This is an optimization exercise on Yosys and OpenROAD, whose aim is small area, not a production implementation.
At most, simulation tests tie the RTL to the original design; equivalence was not proved.
No activity file was given, so power comes from the tool's default toggle rates.

==> 07-25 <==
==> flow/design.v <==
package qr_pkg;
   localparam int DATA_W    = 16;
   localparam int FRAME_LEN = 20;
   localparam int H_DIM     = 4;
   typedef struct packed {
      logic signed [DATA_W-1:0] re;
      logic signed [DATA_W-1:0] im;
   } cplx_t;
   typedef enum logic [1:0] {
      IDLE,
      SEND,
      GAP
   } state_t;
endpackage
module qr_ao222n (
   input  logic [2:0] a,
   input  logic [2:0] b,
   output logic       y
);
   assign y = ~((a[0] & b[0]) | (a[1] & b[1]) | (a[2] & b[2]));
endmodule
module qr_nand2 (
   input  logic [1:0] a,
   output logic       y
);
   assign y = ~&a;
endmodule
module qr_rd_tail (
   input  logic [21:0] n,
   input  logic        take,
   input  logic        hold,
   output logic        y
);
   assign y = take ? ~&n : hold;
endmodule
module qr_rd_bit (
   input  logic [63:0] sel,
   input  logic [63:0] d,
   input  logic        take,
   input  logic        hold,
   output logic        y
);
   logic [21:0] n;
   for (genvar k = 0; k < 21; k++) begin : g_l1
      qr_ao222n u (.a(sel[3*k +: 3]), .b(d[3*k +: 3]), .y(n[k]));
   end
   qr_nand2 u_l1_last (.a({sel[63], d[63]}), .y(n[21]));
   qr_rd_tail u_tail (.n(n), .take(take), .hold(hold), .y(y));
endmodule
module qr_frame_tx #(
   parameter int DATA_W     = qr_pkg::DATA_W,
   parameter int FRAME_LEN  = qr_pkg::FRAME_LEN,
   parameter int DEPTH      = 64,
   parameter int GAP_CYCLES = 8
) (
   input  logic                i_clk,
   input  logic                i_rst_n,
   input  logic                i_clr,
   input  logic                s_valid,
   input  logic [2*DATA_W-1:0] s_data,
   output logic                s_ready,
   output logic                o_trig,
   output logic [2*DATA_W-1:0] o_data,
   output logic                o_busy,
   output logic [15:0]         o_frame_cnt
);
   localparam int W  = 2*DATA_W;
   localparam int AW = $clog2(DEPTH);
   localparam int CW = AW + 1;
   localparam int PW = $clog2(FRAME_LEN + GAP_CYCLES + 1);
   localparam logic [PW-1:0] LAST_POP = PW'(FRAME_LEN - 2);
   localparam logic [PW-1:0] LAST_TRG = PW'(FRAME_LEN - 1);
   localparam logic [PW-1:0] LAST_PH  = PW'(FRAME_LEN + GAP_CYCLES - 1);
   logic [W-1:0]  mem [DEPTH];
   logic [CW-1:0] count;
   logic [AW-1:0] wr_ptr;
   logic [AW-1:0] rd_ptr;
   logic          busy;
   logic [PW-1:0] pcnt;
   logic          push;
   logic          pop;
   logic          frame_done;
   logic [DEPTH-1:0] rsel;
   logic [W-1:0]  rd_word;
   assign s_ready    = i_rst_n && (count != CW'(DEPTH)) && !i_clr;
   assign push       = s_valid && s_ready;
   assign pop        = !i_clr && (busy ? (pcnt <= LAST_POP) : (count >= CW'(FRAME_LEN)));
   assign frame_done = !i_clr && busy && (pcnt == LAST_POP);
   assign o_busy     = busy;
   assign o_trig     = busy && (pcnt <= LAST_TRG);
   always_ff @(posedge i_clk) begin
      if (push) mem[wr_ptr] <= s_data;
   end
   always_comb begin
      for (int i = 0; i < DEPTH; i++) rsel[i] = (rd_ptr == AW'(i));
   end
   for (genvar j = 0; j < W; j++) begin : g_rd
      logic [DEPTH-1:0] d;
      for (genvar i = 0; i < DEPTH; i++) begin : g_w
         assign d[i] = mem[i][j];
      end
      qr_rd_bit u_rd (.sel(rsel), .d(d), .take(pop), .hold(o_data[j]), .y(rd_word[j]));
   end
   always_ff @(posedge i_clk or negedge i_rst_n) begin
      if (!i_rst_n) o_data <= '0;
      else          o_data <= rd_word;
   end
   always_ff @(posedge i_clk or negedge i_rst_n) begin
      if (!i_rst_n) begin
         count       <= '0;
         wr_ptr      <= '0;
         rd_ptr      <= '0;
         busy        <= 1'b0;
         pcnt        <= '0;
         o_frame_cnt <= '0;
      end else if (i_clr) begin
         count       <= '0;
         wr_ptr      <= '0;
         rd_ptr      <= '0;
         busy        <= 1'b0;
         pcnt        <= '0;
         o_frame_cnt <= '0;
      end else begin
         if (push) wr_ptr <= wr_ptr + 1'b1;
         if (pop)  rd_ptr <= rd_ptr + 1'b1;
         if (push && !pop)      count <= count + 1'b1;
         else if (pop && !push) count <= count - 1'b1;
         if (busy) begin
            pcnt <= pcnt + 1'b1;
            if (pcnt == LAST_PH) busy <= 1'b0;
         end else if (pop) begin
            busy <= 1'b1;
            pcnt <= '0;
         end
         if (frame_done) o_frame_cnt <= o_frame_cnt + 16'd1;
      end
   end
endmodule
==> flow/flow/run.sh <==
#!/bin/bash
set -euo pipefail
cd "$(dirname "$0")/.."
export CTS_ARGS="-sink_clustering_enable -repair_clock_nets -sink_clustering_size 20 -sink_clustering_max_diameter 60 -buf_list sky130_fd_sc_hd__clkbuf_8 -dont_use_dummy_load"
export BUFFER_PORTS_ARGS="-buffer_cell sky130_fd_sc_hd__buf_1"
bash standard.sh synth > synth.log 2>&1
bash standard.sh finish > layout.log 2>&1
test -f out/final.def
==> flow/standard.sh <==
#!/bin/bash
# synth_recipe.tcl (not shown) runs the flow's synth.tcl, then flattens the netlist and writes it again
# the make line also repeats each setting of config.mk as NAME=value (left out here)
make -C /OpenROAD-flow-scripts/flow DESIGN_CONFIG=/design/flow/config.mk WORK_HOME=/design/flow/orfs CLKGATE_MAP_FILE= SYNTH_SCRIPT=/design/flow/synth_recipe.tcl "${@:-finish}"
==> flow/config.mk <==
export PLATFORM = sky130hd
export DESIGN_NAME = qr_frame_tx
export DESIGN_NICKNAME = qr_frame_tx
export VERILOG_FILES = /design/flow/design.v
export SDC_FILE = /design/flow/constraint.sdc
export NUM_CORES = 4
export LEC_CHECK = 0
export CAP_MARGIN = 10
export CORE_MARGIN = 2
export CORE_UTILIZATION = 45
export CTS_BUF_LIST = sky130_fd_sc_hd__clkbuf_8
export CTS_CLUSTER_DIAMETER = 60
export CTS_CLUSTER_SIZE = 20
export PLACE_DENSITY = 0.7
export SLEW_MARGIN = 10
export SYNTH_HIERARCHICAL = 1
==> flow/constraint.sdc <==
create_clock -name core_clock -period 4.0 [get_ports {i_clk}]
set_input_delay 0.8000 -clock core_clock [delete_from_list [all_inputs] [get_ports {i_clk}]]
set_output_delay 0.8000 -clock core_clock [all_outputs]
set_load 0.01 [all_outputs]
==> inputs of 06-16, as changes to 07-25 <==
--- a/flow/design.v
+++ b/flow/design.v
@@ -13,38 +13,21 @@
    } state_t;
 endpackage
-module qr_ao222n (
-   input  logic [2:0] a,
-   input  logic [2:0] b,
-   output logic       y
+module qr_sync_fifo #(
+   parameter int WIDTH = 32,
+   parameter int DEPTH = 64
+) (
+   input  logic                     clk,
+   input  logic                     we,
+   input  logic [$clog2(DEPTH)-1:0] waddr,
+   input  logic [WIDTH-1:0]         wdata,
+   output logic [WIDTH*DEPTH-1:0]   mem_q
 );
-   assign y = ~((a[0] & b[0]) | (a[1] & b[1]) | (a[2] & b[2]));
-endmodule
-module qr_nand2 (
-   input  logic [1:0] a,
-   output logic       y
-);
-   assign y = ~&a;
-endmodule
-module qr_rd_tail (
-   input  logic [21:0] n,
-   input  logic        take,
-   input  logic        hold,
-   output logic        y
-);
-   assign y = take ? ~&n : hold;
-endmodule
-module qr_rd_bit (
-   input  logic [63:0] sel,
-   input  logic [63:0] d,
-   input  logic        take,
-   input  logic        hold,
-   output logic        y
-);
-   logic [21:0] n;
-   for (genvar k = 0; k < 21; k++) begin : g_l1
-      qr_ao222n u (.a(sel[3*k +: 3]), .b(d[3*k +: 3]), .y(n[k]));
+   logic [WIDTH-1:0] mem [DEPTH];
+   always_ff @(posedge clk) begin
+      if (we) mem[waddr] <= wdata;
    end
-   qr_nand2 u_l1_last (.a({sel[63], d[63]}), .y(n[21]));
-   qr_rd_tail u_tail (.n(n), .take(take), .hold(hold), .y(y));
+   always_comb begin
+      for (int i = 0; i < DEPTH; i++) mem_q[i*WIDTH +: WIDTH] = mem[i];
+   end
 endmodule
 module qr_frame_tx #(
@@ -72,5 +55,4 @@
    localparam logic [PW-1:0] LAST_TRG = PW'(FRAME_LEN - 1);
    localparam logic [PW-1:0] LAST_PH  = PW'(FRAME_LEN + GAP_CYCLES - 1);
-   logic [W-1:0]  mem [DEPTH];
    logic [CW-1:0] count;
    logic [AW-1:0] wr_ptr;
@@ -81,5 +63,5 @@
    logic          pop;
    logic          frame_done;
-   logic [DEPTH-1:0] rsel;
+   logic [W*DEPTH-1:0] mem_q;
    logic [W-1:0]  rd_word;
    assign s_ready    = i_rst_n && (count != CW'(DEPTH)) && !i_clr;
@@ -89,16 +71,18 @@
    assign o_busy     = busy;
    assign o_trig     = busy && (pcnt <= LAST_TRG);
-   always_ff @(posedge i_clk) begin
-      if (push) mem[wr_ptr] <= s_data;
-   end
+   qr_sync_fifo #(
+      .WIDTH (W),
+      .DEPTH (DEPTH)
+   ) u_fifo (
+      .clk   (i_clk),
+      .we    (push),
+      .waddr (wr_ptr),
+      .wdata (s_data),
+      .mem_q (mem_q)
+   );
    always_comb begin
-      for (int i = 0; i < DEPTH; i++) rsel[i] = (rd_ptr == AW'(i));
-   end
-   for (genvar j = 0; j < W; j++) begin : g_rd
-      logic [DEPTH-1:0] d;
-      for (genvar i = 0; i < DEPTH; i++) begin : g_w
-         assign d[i] = mem[i][j];
-      end
-      qr_rd_bit u_rd (.sel(rsel), .d(d), .take(pop), .hold(o_data[j]), .y(rd_word[j]));
+      rd_word = pop ? '0 : o_data;
+      for (int i = 0; i < DEPTH; i++)
+         if (pop && rd_ptr == AW'(i)) rd_word = rd_word | mem_q[i*W +: W];
    end
    always_ff @(posedge i_clk or negedge i_rst_n) begin
==> flow/run.sh (new file) <==
#!/bin/bash
# synth_recipe.tcl (not shown) runs the flow's synth.tcl, then flattens the netlist and writes it again
# the make line also repeats each setting of config.mk as NAME=value (left out here)
make -C /OpenROAD-flow-scripts/flow DESIGN_CONFIG=/design/flow/config.mk WORK_HOME=/design/flow/orfs CLKGATE_MAP_FILE= SYNTH_SCRIPT=/design/flow/synth_recipe.tcl finish
==> flow/config.mk (replaced) <==
export PLATFORM = sky130hd
export DESIGN_NAME = qr_frame_tx
export DESIGN_NICKNAME = qr_frame_tx
export VERILOG_FILES = /design/flow/design.v
export SDC_FILE = /design/flow/constraint.sdc
export NUM_CORES = 4
export LEC_CHECK = 0
export CAP_MARGIN = 20
export CORE_MARGIN = 2
export CORE_UTILIZATION = 55
export CTS_BUF_LIST = sky130_fd_sc_hd__clkbuf_8
export CTS_CLUSTER_SIZE = 20
export PLACE_DENSITY = 0.7
export SLEW_MARGIN = 20
removed: flow/flow/run.sh
removed: flow/standard.sh
==> inputs of 06-03, as changes to 07-25 <==
==> flow/run.sh (new file) <==
#!/bin/bash
# synth_recipe.tcl (not shown) runs the flow's synth.tcl, then flattens the netlist and writes it again
# the make line also repeats each setting of config.mk as NAME=value (left out here)
make -C /OpenROAD-flow-scripts/flow DESIGN_CONFIG=/design/flow/config.mk WORK_HOME=/design/flow/orfs CLKGATE_MAP_FILE= SYNTH_SCRIPT=/design/flow/synth_recipe.tcl finish
--- a/flow/config.mk
+++ b/flow/config.mk
@@ -8,9 +8,9 @@
 export CAP_MARGIN = 10
 export CORE_MARGIN = 2
-export CORE_UTILIZATION = 45
+export CORE_UTILIZATION = 50
 export CTS_BUF_LIST = sky130_fd_sc_hd__clkbuf_8
 export CTS_CLUSTER_DIAMETER = 60
 export CTS_CLUSTER_SIZE = 20
-export PLACE_DENSITY = 0.7
+export PLACE_DENSITY = 0.65
 export SLEW_MARGIN = 10
 export SYNTH_HIERARCHICAL = 1
removed: flow/flow/run.sh
removed: flow/standard.sh
==> inputs of 11-17, as changes to 07-25 <==
--- a/flow/design.v
+++ b/flow/design.v
@@ -48,4 +48,15 @@
    qr_rd_tail u_tail (.n(n), .take(take), .hold(hold), .y(y));
 endmodule
+module qr_dec64 (
+   input  logic [7:0]  lo_n,
+   input  logic [7:0]  hi_n,
+   output logic [63:0] y
+);
+   for (genvar m = 0; m < 8; m++) begin : g_hi
+      for (genvar k = 0; k < 8; k++) begin : g_lo
+         assign y[8*m + k] = ~(lo_n[k] | hi_n[m]);
+      end
+   end
+endmodule
 module qr_frame_tx #(
    parameter int DATA_W     = qr_pkg::DATA_W,
@@ -72,5 +83,4 @@
    localparam logic [PW-1:0] LAST_TRG = PW'(FRAME_LEN - 1);
    localparam logic [PW-1:0] LAST_PH  = PW'(FRAME_LEN + GAP_CYCLES - 1);
-   logic [W-1:0]  mem [DEPTH];
    logic [CW-1:0] count;
    logic [AW-1:0] wr_ptr;
@@ -81,5 +91,4 @@
    logic          pop;
    logic          frame_done;
-   logic [DEPTH-1:0] rsel;
    logic [W-1:0]  rd_word;
    assign s_ready    = i_rst_n && (count != CW'(DEPTH)) && !i_clr;
@@ -89,16 +98,32 @@
    assign o_busy     = busy;
    assign o_trig     = busy && (pcnt <= LAST_TRG);
-   always_ff @(posedge i_clk) begin
-      if (push) mem[wr_ptr] <= s_data;
+   localparam int NSL = 16;
+   logic [7:0] wlo_n, whi_n, rlo_n, rhi_n;
+   always_comb begin
+      for (int k = 0; k < 8; k++) begin
+         wlo_n[k] = !(push && wr_ptr[2:0] == 3'(k));
+         whi_n[k] = !(wr_ptr[5:3] == 3'(k));
+         rlo_n[k] = !(rd_ptr[2:0] == 3'(k));
+         rhi_n[k] = !(rd_ptr[5:3] == 3'(k));
+      end
    end
-   always_comb begin
-      for (int i = 0; i < DEPTH; i++) rsel[i] = (rd_ptr == AW'(i));
-   end
-   for (genvar j = 0; j < W; j++) begin : g_rd
-      logic [DEPTH-1:0] d;
+   for (genvar g = 0; g < W/NSL; g++) begin : g_sl
+      logic [DEPTH-1:0] we;
+      logic [DEPTH-1:0] rs;
+      logic [NSL-1:0]   mem [DEPTH];
+      qr_dec64 u_wdec (.lo_n(wlo_n), .hi_n(whi_n), .y(we));
+      qr_dec64 u_rdec (.lo_n(rlo_n), .hi_n(rhi_n), .y(rs));
       for (genvar i = 0; i < DEPTH; i++) begin : g_w
-         assign d[i] = mem[i][j];
+         always_ff @(posedge i_clk) begin
+            if (we[i]) mem[i] <= s_data[g*NSL +: NSL];
+         end
       end
-      qr_rd_bit u_rd (.sel(rsel), .d(d), .take(pop), .hold(o_data[j]), .y(rd_word[j]));
+      for (genvar j = g*NSL; j < (g+1)*NSL; j++) begin : g_b
+         logic [DEPTH-1:0] d;
+         for (genvar i = 0; i < DEPTH; i++) begin : g_w
+            assign d[i] = mem[i][j - g*NSL];
+         end
+         qr_rd_bit u_rd (.sel(rs), .d(d), .take(pop), .hold(o_data[j]), .y(rd_word[j]));
+      end
    end
    always_ff @(posedge i_clk or negedge i_rst_n) begin
==> flow/run.sh (new file) <==
#!/bin/bash
# synth_recipe.tcl (not shown) runs the flow's synth.tcl, then flattens the netlist and writes it again
# the make line also repeats each setting of config.mk as NAME=value (left out here)
make -C /OpenROAD-flow-scripts/flow DESIGN_CONFIG=/design/flow/config.mk WORK_HOME=/design/flow/orfs CLKGATE_MAP_FILE= SYNTH_SCRIPT=/design/flow/synth_recipe.tcl finish
--- a/flow/config.mk
+++ b/flow/config.mk
@@ -8,9 +8,9 @@
 export CAP_MARGIN = 10
 export CORE_MARGIN = 2
-export CORE_UTILIZATION = 45
+export CORE_UTILIZATION = 50
 export CTS_BUF_LIST = sky130_fd_sc_hd__clkbuf_8
-export CTS_CLUSTER_DIAMETER = 60
-export CTS_CLUSTER_SIZE = 20
-export PLACE_DENSITY = 0.7
+export CTS_CLUSTER_DIAMETER = 50
+export CTS_CLUSTER_SIZE = 18
+export PLACE_DENSITY = 0.65
 export SLEW_MARGIN = 10
 export SYNTH_HIERARCHICAL = 1
removed: flow/flow/run.sh
removed: flow/standard.sh
==> comparison table <==
Cell depth of the worst min-delay path: 06-16 1; 07-25 5; 06-03 1; 11-17 -
Multi-input comb cells: 06-16 2179; 07-25 1333; 06-03 1333; 11-17 1445
Number of clock buffers in the layout: 06-16 364; 07-25 132; 06-03 142; 11-17 169
Horiz. Die Dim: 06-16 385 um; 07-25 410 um; 06-03 389 um; 11-17 392 um
Die extent in y: 06-16 385 um; 07-25 410 um; 06-03 389 um; 11-17 392 um
Combinational cell power: 06-16 5.85 mW; 07-25 3.00 mW; 06-03 3.35 mW; 11-17 3.85 mW
Pwr per Cell Area: 06-16 507 nW/um^2; 07-25 455 nW/um^2; 06-03 470 nW/um^2; 11-17 491 nW/um^2
Worst endpoint data arrival time: 06-16 5.16 ns; 07-25 4.51 ns; 06-03 4.68 ns; 11-17 4.65 ns
Xor/xnor share of the synthesized area: 06-16 0.176%; 07-25 0.154%; 06-03 0.154%; 11-17 0.222%
Post-detail-place hpwl: 06-16 238000 um; 07-25 128000 um; 06-03 124000 um; 11-17 121000 um
Run status: 06-16 finished with violations; 07-25 complete, no violations; 06-03 complete, no violations; 11-17 complete, no violations
Layout check failures: 06-16 setup timing; 07-25 -; 06-03 -; 11-17 -
Number of antenna cells inserted: 06-16 21; 07-25 6; 06-03 2; 11-17 4
Largest vdd supply drop: 06-16 0.000489 V; 07-25 0.000391 V; 06-03 0.000270 V; 11-17 0.000330 V
Synthesized-area fraction occupied by and/or/nand/nor cells: 06-16 5.63%; 07-25 3.81%; 06-03 3.81%; 11-17 4.28%
Dpl cells: 06-16 6953; 07-25 5934; 06-03 5674; 11-17 6017
The RTL of 06-16 and 11-17 was laid out without a check of its function.

## static timing again, ports no longer ideal
Ports are ideal in the flow. The routed layouts listed here were re-timed in OpenROAD. Step 1: set_driving_cell puts a clkbuf_16 on i_clk and a buf_2 on each other input, an assumption about the parent block. Step 2 times the ports against the registers' clock, not the clock port: input delays grow and output delays shrink by t, the midpoint of the rising clock arrivals with the driver on. Three values: ideal ports, drivers, drivers and shift; two values: the first two.
run | t, ns | setup slack, ns | worst setup path at the end | slew at the worst register clock pin (ns) | pins driven straight from the clock port
07-25 | 0.980 | 0.354 / 0.354 / 0.011 | input to register | 0.12 / 0.12 | 1
06-16 | 1.128 | -0.182 / -0.182 / -0.560 | input to register | 0.07 / 0.07 | 1
06-03 | 0.965 | 0.124 / 0.124 / -0.094 | input to register | 0.12 / 0.12 | 1
11-17 | 1.010 | 0.182 / 0.182 / 0.182 | register to register | 0.12 / 0.12 | 1
Met with ideal ports but missed after step 2: setup timing in 06-03. The setup slack of 06-16, which loses most, moves by 0.000 ns with the drivers and by -0.378 ns with both steps.
